This is an optimization exercise on Yosys and OpenROAD, whose aim is a short achievable clock period and few clock cycles, not a production implementation.
Function was checked by simulation only, so behaviour that the tests miss may differ from the original.
Power and IR drop assume default switching activity.

Design rv_core, start of the top module:
module rv_core (
	input wire logic clk,
	input wire logic rst,
	input wire logic start,
	output logic done,
	input wire logic prog_we,
	input rv_core_pkg::pc_t prog_addr,
	input rv_core_pkg::word_t prog_data,
	input rv_core_pkg::reg_idx_t dbg_addr,
	output rv_core_pkg::word_t dbg_data,
	output rv_core_pkg::pc_t pc
);
Size: about 110000 um^2 of cells after synthesis.
==> flow/config.mk <==
export PLATFORM = sky130hd
export DESIGN_NAME = rv_core
export DESIGN_NICKNAME = rv_core
export VERILOG_FILES = /design/flow/design.v
export SDC_FILE = /design/flow/constraint.sdc
export NUM_CORES = 4
export LEC_CHECK = 0
export CAP_MARGIN = 20
export CELL_PAD_IN_SITES_DETAIL_PLACEMENT = 1
export CELL_PAD_IN_SITES_GLOBAL_PLACEMENT = 2
export CORE_MARGIN = 2
export CORE_UTILIZATION = 42
export PLACE_DENSITY = 0.6
export SETUP_SLACK_MARGIN = 5
export SLEW_MARGIN = 20
==> flow/constraint.sdc <==
create_clock -name core_clock -period 10.0 [get_ports {clk}]
set_input_delay 2.0000 -clock core_clock [delete_from_list [all_inputs] [get_ports {clk}]]
set_output_delay 2.0000 -clock core_clock [all_outputs]
set_load 0.01 [all_outputs]
standard.sh (not shown) runs the stock make flow with config.mk's settings and CLKGATE_MAP_FILE= SYNTH_SCRIPT=/design/flow/synth_recipe.tcl, a recipe that flattens the netlist after the stock synthesis.
==> flow/flow/run.sh <==
#!/bin/bash
# Layout flow: the standard ORFS flow (standard.sh, unchanged synthesis
# script and steps) with a longer don't-use list. Besides the platform's own
# don't-use cells it bars the slow stacked-PMOS NOR/OR cells (nor3, nor4,
# or3, or4 and the o2111ai/o311ai/o41ai compounds), which otherwise end up in the
# debug read path that limits the clock period.
set -euo pipefail
here=$(pwd)
platform_dont_use="sky130_fd_sc_hd__probe_p_8 sky130_fd_sc_hd__probec_p_8 sky130_fd_sc_hd__lpflow_bleeder_1 sky130_fd_sc_hd__lpflow_clkbufkapwr_1 sky130_fd_sc_hd__lpflow_clkbufkapwr_16 sky130_fd_sc_hd__lpflow_clkbufkapwr_2 sky130_fd_sc_hd__lpflow_clkbufkapwr_4 sky130_fd_sc_hd__lpflow_clkbufkapwr_8 sky130_fd_sc_hd__lpflow_clkinvkapwr_1 sky130_fd_sc_hd__lpflow_clkinvkapwr_16 sky130_fd_sc_hd__lpflow_clkinvkapwr_2 sky130_fd_sc_hd__lpflow_clkinvkapwr_4 sky130_fd_sc_hd__lpflow_clkinvkapwr_8 sky130_fd_sc_hd__lpflow_decapkapwr_12 sky130_fd_sc_hd__lpflow_decapkapwr_3 sky130_fd_sc_hd__lpflow_decapkapwr_4 sky130_fd_sc_hd__lpflow_decapkapwr_6 sky130_fd_sc_hd__lpflow_decapkapwr_8 sky130_fd_sc_hd__lpflow_inputiso0n_1 sky130_fd_sc_hd__lpflow_inputiso0p_1 sky130_fd_sc_hd__lpflow_inputiso1n_1 sky130_fd_sc_hd__lpflow_inputiso1p_1 sky130_fd_sc_hd__lpflow_inputisolatch_1 sky130_fd_sc_hd__lpflow_isobufsrc_1 sky130_fd_sc_hd__lpflow_isobufsrc_16 sky130_fd_sc_hd__lpflow_isobufsrc_2 sky130_fd_sc_hd__lpflow_isobufsrc_4 sky130_fd_sc_hd__lpflow_isobufsrc_8 sky130_fd_sc_hd__lpflow_isobufsrckapwr_16 sky130_fd_sc_hd__lpflow_lsbuf_lh_hl_isowell_tap_1 sky130_fd_sc_hd__lpflow_lsbuf_lh_hl_isowell_tap_2 sky130_fd_sc_hd__lpflow_lsbuf_lh_hl_isowell_tap_4 sky130_fd_sc_hd__lpflow_lsbuf_lh_isowell_4 sky130_fd_sc_hd__lpflow_lsbuf_lh_isowell_tap_1 sky130_fd_sc_hd__lpflow_lsbuf_lh_isowell_tap_2 sky130_fd_sc_hd__lpflow_lsbuf_lh_isowell_tap_4"
extra_dont_use="sky130_fd_sc_hd__nor3_* sky130_fd_sc_hd__nor4_* sky130_fd_sc_hd__nor3b_* sky130_fd_sc_hd__nor4b_* sky130_fd_sc_hd__or4_* sky130_fd_sc_hd__or4b_* sky130_fd_sc_hd__or4bb_* sky130_fd_sc_hd__o2111ai_* sky130_fd_sc_hd__o311ai_* sky130_fd_sc_hd__o41ai_* sky130_fd_sc_hd__or3_* sky130_fd_sc_hd__or3b_*"
bash standard.sh "DONT_USE_CELLS=$platform_dont_use $extra_dont_use" finish > "$here/standard_flow.log" 2>&1
The first run produced a layout that fails on max-capacitance violations.
Testbench counts at the start, summed over its fixed seeds: cycles 7,287.
==> next run, changes <==
Settings changed: CELL_PAD_IN_SITES_DETAIL_PLACEMENT 1 to 0, CELL_PAD_IN_SITES_GLOBAL_PLACEMENT 2 to 1, CORE_UTILIZATION 42 to 40.
The new run finished with timing, DRC and antenna clean; via count came out lower by 3.2%; combinational power goes down by 5.6%; routed wire length came out lower by 5.7%; global-route usage fell by 5.3 points; final cell count came out higher by 0.76%; total power went up by 2.0%; fmax went up by 1.6%; worst hold slack improved by 0.0048 ns.
==> next run, changes <==
==> flow/flow/run.sh (replaced) <==
#!/bin/bash
# Layout flow: the standard ORFS flow (standard.sh, unchanged synthesis
# script and steps) with a longer don't-use list. Besides the platform's own
# don't-use cells it bars the slow stacked-PMOS NOR/OR cells (nor3, nor4,
# or4 and the o2111ai/o311ai/o41ai compounds), which otherwise end up in the
# debug read path that limits the clock period.
set -euo pipefail
here=$(pwd)
platform_dont_use="sky130_fd_sc_hd__probe_p_8 sky130_fd_sc_hd__probec_p_8 sky130_fd_sc_hd__lpflow_bleeder_1 sky130_fd_sc_hd__lpflow_clkbufkapwr_1 sky130_fd_sc_hd__lpflow_clkbufkapwr_16 sky130_fd_sc_hd__lpflow_clkbufkapwr_2 sky130_fd_sc_hd__lpflow_clkbufkapwr_4 sky130_fd_sc_hd__lpflow_clkbufkapwr_8 sky130_fd_sc_hd__lpflow_clkinvkapwr_1 sky130_fd_sc_hd__lpflow_clkinvkapwr_16 sky130_fd_sc_hd__lpflow_clkinvkapwr_2 sky130_fd_sc_hd__lpflow_clkinvkapwr_4 sky130_fd_sc_hd__lpflow_clkinvkapwr_8 sky130_fd_sc_hd__lpflow_decapkapwr_12 sky130_fd_sc_hd__lpflow_decapkapwr_3 sky130_fd_sc_hd__lpflow_decapkapwr_4 sky130_fd_sc_hd__lpflow_decapkapwr_6 sky130_fd_sc_hd__lpflow_decapkapwr_8 sky130_fd_sc_hd__lpflow_inputiso0n_1 sky130_fd_sc_hd__lpflow_inputiso0p_1 sky130_fd_sc_hd__lpflow_inputiso1n_1 sky130_fd_sc_hd__lpflow_inputiso1p_1 sky130_fd_sc_hd__lpflow_inputisolatch_1 sky130_fd_sc_hd__lpflow_isobufsrc_1 sky130_fd_sc_hd__lpflow_isobufsrc_16 sky130_fd_sc_hd__lpflow_isobufsrc_2 sky130_fd_sc_hd__lpflow_isobufsrc_4 sky130_fd_sc_hd__lpflow_isobufsrc_8 sky130_fd_sc_hd__lpflow_isobufsrckapwr_16 sky130_fd_sc_hd__lpflow_lsbuf_lh_hl_isowell_tap_1 sky130_fd_sc_hd__lpflow_lsbuf_lh_hl_isowell_tap_2 sky130_fd_sc_hd__lpflow_lsbuf_lh_hl_isowell_tap_4 sky130_fd_sc_hd__lpflow_lsbuf_lh_isowell_4 sky130_fd_sc_hd__lpflow_lsbuf_lh_isowell_tap_1 sky130_fd_sc_hd__lpflow_lsbuf_lh_isowell_tap_2 sky130_fd_sc_hd__lpflow_lsbuf_lh_isowell_tap_4"
extra_dont_use="sky130_fd_sc_hd__nor3_* sky130_fd_sc_hd__nor4_* sky130_fd_sc_hd__nor3b_* sky130_fd_sc_hd__nor4b_* sky130_fd_sc_hd__or4_* sky130_fd_sc_hd__or4b_* sky130_fd_sc_hd__or4bb_* sky130_fd_sc_hd__o2111ai_* sky130_fd_sc_hd__o311ai_* sky130_fd_sc_hd__o41ai_*"
bash standard.sh "DONT_USE_CELLS=$platform_dont_use $extra_dont_use" finish > "$here/standard_flow.log" 2>&1
Settings changed: CELL_PAD_IN_SITES_DETAIL_PLACEMENT 0 to 1, CELL_PAD_IN_SITES_GLOBAL_PLACEMENT 1 to 2, CORE_UTILIZATION 40 to 35, PLACE_DENSITY 0.6 to 0.55.
What happened: The changed run finished with timing, DRC and antenna clean. Critical path depth decreases by 1. Routed wire length increases by about 10%. Count of clock-buffer cells in the layout rises by 15.
==> next run, changes <==
==> flow/run.sh (new file) <==
#!/bin/bash
# synth_recipe.tcl (not shown) runs the flow's synth.tcl, then flattens the netlist and writes it again
# the make line also repeats each setting of config.mk as NAME=value (left out here)
make -C /OpenROAD-flow-scripts/flow DESIGN_CONFIG=/design/flow/config.mk WORK_HOME=/design/flow/orfs CLKGATE_MAP_FILE= SYNTH_SCRIPT=/design/flow/synth_recipe.tcl finish
Settings changed: SETUP_SLACK_MARGIN 5 to 4.5.
removed: flow/flow/run.sh
removed: flow/standard.sh
What happened: Via count is higher by 0.34%. Clock power is higher by 5.5%. Count of clock-buffer cells in the layout is higher by 27. Cell area is about the same. Setup slack loses 0.10 ns. Routed wire length hardly moves. Die area is lower by 0.97%. Sequential share of layout area is about the same. Hold slack loses 0.029 ns. Power is higher by 2.7%. Final cell count is higher by 1.1%.

[what the ideal ports hide]
In the flow no input, the clock included, has a driving cell. The finished layouts below were timed again as built, in two steps.
Step 1 (the two cells are an assumption about what drives the block):
set clk [get_ports {clk}]
set_driving_cell -lib_cell sky130_fd_sc_hd__clkbuf_16 $clk
set_driving_cell -lib_cell sky130_fd_sc_hd__buf_2 [delete_from_list [all_inputs] $clk]
Step 2 also shifts input and output timing later by t, the mid clock arrival at the registers, as if the neighbouring blocks saw the same clock.
a / b / c = ideal ports / drivers / drivers and shift; a / b = the first two.
run | t (ns) | setup WS [ns] | hold WS [ns]
the first run | 1.030 | 3.889 / 3.820 / 3.820 | 0.357 / 0.357 / 0.357
the second run | 1.023 | 3.986 / 3.937 / 3.937 | 0.362 / 0.362 / 0.362
the third run | 1.052 | 3.875 / 3.718 / 3.718 | 0.390 / 0.390 / 0.390
the fourth run | 1.014 | 3.775 / 3.657 / 3.657 | 0.361 / 0.361 / 0.361
For the third run, which loses most, drivers alone change the setup slack by -0.157 ns; drivers and shift together by -0.157 ns.
